What follows belongs to an exercise in optimizing a design on an open flow for small area; a production flow would make more cautious choices.
Only simulation tests tie the RTL to the original design; equivalence was not proved.
The flow treats the clock pin as an ideal source. Dropping or thinning the clock tree relies on that and would not hold on a real chip.
Power is estimated from default activity; no workload was simulated.

Design ball_controller, start of the top module:
module ball_controller (
	input  logic       clk,
	input  logic       rst,
	input  logic [9:0] team1_pos,
	input  logic [9:0] team2_pos,
	input  logic [3:0] buttons,
	output logic [19:0] ball_pos,
	output logic       score_team1,
	output logic       score_team2
);
	logic       tick;
	logic       first;
	logic       serve;
	logic       flip;
	logic [9:0] x;
	logic [9:0] y;
	assign ball_pos = {x, y};
	move_tick move_tick_inst (
		.clk (clk),
		.rst (rst),
		.tick (tick),
		.first(first)
	);
	ball_motion ball_motion_inst (
		.clk  (clk),
		.rst  (rst),
		.tick (tick),
		.serve(serve),
		.flip (flip),
		.x    (x),
		.y    (y)
	);
	player_contact player_contact_inst (
		.clk      (clk),
		.rst      (rst),
		.tick     (tick),
		.x        (x),
		.y        (y),
		.team1_pos(team1_pos),
		.team2_pos(team2_pos),
		.flip     (flip)
	);
	serve_control serve_control_inst (
		.clk        (clk),
		.rst        (rst),
		.x          (x),
		.y          (y),
		.buttons    (buttons),
		.first      (first),
		.serve      (serve),
		.score_team1(score_team1),
		.score_team2(score_team2)
	);
endmodule
Size in the first run: about 290 cells after synthesis, ~48 I/O pins, about 0.0021 mm^2 of cells after synthesis.
==> module ball_motion, before the edit <==
module ball_motion (
	input  logic       clk,
	input  logic       rst,
	input  logic       tick,
	input  logic       serve,
	input  logic       flip,
	output logic [9:0] x,
	output logic [9:0] y
);
	logic       lsb;         
	logic [9:1] xh;
	logic [8:1] yh;
	logic       east;
	logic       south;
	logic       srv_east;    
	logic       srv_south;
	assign x = {xh, lsb};
	assign y = {1'b0, yh, lsb};
	logic wall_x;
	logic wall_y;
	assign wall_x = (~x[9] & ~x[8] & ~x[6] & ~x[5] & ~x[0]) |    
		(x[9] & x[7] & x[3] & x[2] & x[0]);                      
	assign wall_y = (~y[8] & ~y[7] & ~y[6] & ~y[4] & ~y[1] & ~y[0]) |   
		(y[8] & y[7] & y[6] & y[5] & y[4] & y[2] & y[1]);            
	logic east_n;
	logic south_n;
	assign east_n = east ^ (wall_x | flip);
	assign south_n = south ^ wall_y;
	logic       ld;
	logic       xen, yen;
	logic [9:1] xt;
	logic [8:1] yt;
	assign ld = rst | serve;
	assign xen = tick & ~(east_n ^ lsb);
	assign yen = tick & ~(south_n ^ lsb);
	always_comb begin
		xt[1] = xen;
		for (int i = 2; i <= 9; i++) xt[i] = xt[i-1] & ~(xh[i-1] ^ east_n);
		yt[1] = yen;
		for (int i = 2; i <= 8; i++) yt[i] = yt[i-1] & ~(yh[i-1] ^ south_n);
	end
	always_ff @(posedge clk) begin
		if (ld) begin
			lsb <= ball_pkg::SERVE_X[0];
			xh <= ball_pkg::SERVE_X[9:1];
			yh <= ball_pkg::SERVE_Y[8:1];
		end else begin
			lsb <= lsb ^ tick;
			xh <= xh ^ xt;
			yh <= yh ^ yt;
		end
	end
	always_ff @(posedge clk) begin
		if (rst) begin
			east <= 1'b0;
			south <= 1'b1;
			srv_east <= 1'b1;
			srv_south <= 1'b0;
		end else if (serve) begin
			east <= srv_east;
			south <= srv_south;
			srv_east <= ~srv_east;
			srv_south <= ~(srv_south ^ srv_east);
		end else if (tick) begin
			east <= east_n;
			south <= south_n;
		end
	end
endmodule
clock: 25.0 ns
lec_check: 0
abc_area: 1
cap_margin: 0
core_margin: 2
core_utilization: 40
cts_buf_list: sky130_fd_sc_hd__clkbuf_8
slew_margin: 0
standard.sh (not shown) runs the stock make flow with config.mk's settings and CLKGATE_MAP_FILE= SYNTH_SCRIPT=/design/flow/synth_recipe.tcl, a recipe that flattens the netlist after the stock synthesis.
==> flow/flow/run.sh <==
#!/bin/bash
# Own layout flow: the standard flow (standard.sh), with these changes.
set -euo pipefail
W=$(pwd)
F=$W/flow
prep() {
	# $1 scripts folder, $2 ABC script
	rm -rf "$1"
	cp -r "$FLOW_HOME/scripts" "$1"
	python3 - "$1" "$2" <<'PY'
import sys
s = sys.argv[1]
p = s + '/synth.tcl'
t = open(p).read()
a = t.index('# Technology mapping of adders')
b = t.index('# Technology mapping of latches')
t = t[:a] + t[b:]
t = t.replace('"-extra-map $::env(FLOW_HOME)/platforms/common/lcu_kogge_stone.v"', '""')
open(p, 'w').write(t)
open(s + '/abc_area.script', 'w').write(open(sys.argv[2]).read())
PY
}
area() {
	grep "Chip area for module" "$1/reports/sky130hd/ball_controller/base/synth_stat.txt" | awk '{print $NF}'
}
SEEDS=24
names=()
for i in $(seq 0 $((SEEDS - 1))); do
	for p in a b c; do
		n=d$i$p
		names+=("$n")
		o="dc2"
		e=""
		[[ $p == b ]] && o="balance"
		[[ $p == c ]] && e="-E 20"
		sed -e "s/@SEED@/$i/" -e "s/@PRE@/$o/" -e "s/@NF@/$e/" "$F/abc_template.script" > "$W/abc_$n.script"
		prep "$W/scripts_$n" "$W/abc_$n.script"
	done
done
# run the trials, NUM_CORES at a time
pids=()
for n in "${names[@]}"; do
	bash standard.sh WORK_HOME="$W/try_$n" SCRIPTS_DIR="$W/scripts_$n" ABC_AREA=1 synth > "synth_$n.log" 2>&1 &
	pids+=($!)
	if (( ${#pids[@]} >= ${NUM_CORES:-4} )); then
		wait "${pids[0]}" || true
		pids=("${pids[@]:1}")
	fi
done
for p in "${pids[@]}"; do wait "$p" || true; done
best=""
bestarea=""
for n in "${names[@]}"; do
	if [[ -f "$W/try_$n/results/sky130hd/ball_controller/base/1_synth.odb" ]]; then
		ar=$(area "$W/try_$n")
		echo "$n $ar" >> synth_trials.log
		if [[ -z "$best" ]] || python3 -c "import sys; sys.exit(0 if $ar < $bestarea else 1)"; then
			best=$n; bestarea=$ar
		fi
	fi
done
echo "chosen $best $bestarea" >> synth_trials.log
rm -rf "$W/orfs"
mv "$W/try_$best" "$W/orfs"
for n in "${names[@]}"; do
	rm -rf "$W/try_$n"
	[[ "$n" == "$best" ]] || rm -rf "$W/scripts_$n"
done
bash standard.sh SCRIPTS_DIR="$W/scripts_$best" BUFFER_PORTS_ARGS="-buffer_cell sky130_fd_sc_hd__buf_1" \
	CTS_ARGS="-sink_clustering_enable -repair_clock_nets -buf_list sky130_fd_sc_hd__clkbuf_8 -dont_use_dummy_load" \
	POST_CTS_TCL="$F/noroot.tcl" \
	> layout.log 2>&1
Other scripts of this flow, unchanged in this note and not shown: flow/flow/abc_template.script, flow/flow/noroot.tcl
The first run passed the timing, design-rule and antenna checks.
Next try:
--- a/flow/design.v
+++ b/flow/design.v
@@ -70,7 +70,7 @@
 		(y[8] & y[7] & y[6] & y[5] & y[4] & y[2] & y[1]);            
 	logic east_n;
 	logic south_n;
-	assign east_n = east ^ (wall_x | flip);
+	assign east_n = east ^ wall_x ^ flip;
 	assign south_n = south ^ wall_y;
 	logic       ld;
 	logic       xen, yen;
Effect:
- total power goes up by 0.98%
- clock-buffer cell count is unchanged
- final cell count goes down by about 3.2%
- via count goes down by about 1%
- register-to-register slack degrades by 1500 ps
- clock skew is about the same
- sequential cell count does not change
- design area goes down by about 1.2%
- wire length goes down by 3.5%
- sequential share of layout area goes up by 0.26 points

[what the ideal ports hide]
Ports are ideal in the flow. The routed layouts listed here were re-timed in OpenROAD.
Step 1, drivers: a clkbuf_16 drives clk and a buf_2 each remaining input, both assumed.
Step 2 adds t to the input delays and takes it off the output delays; t is the mean of the earliest and latest rising clock arrival at the registers after step 1. Input paths then give back, and output paths get back, about the clock's delay inside the block.
a / b / c = no drivers / after step 1 / after step 2; a / b = the first two.
run	t, ns	setup slack, ns	worst register clock-pin slew, ns
the first run	0.176	15.795 / 15.807 / 15.631	0.09 / 0.09
the second run	0.182	14.225 / 14.235 / 14.052	0.09 / 0.09
After both steps setup and hold are still met in every run listed. For the second run, which loses most, drivers alone change the setup slack by +0.010 ns; drivers and shift together by -0.173 ns.
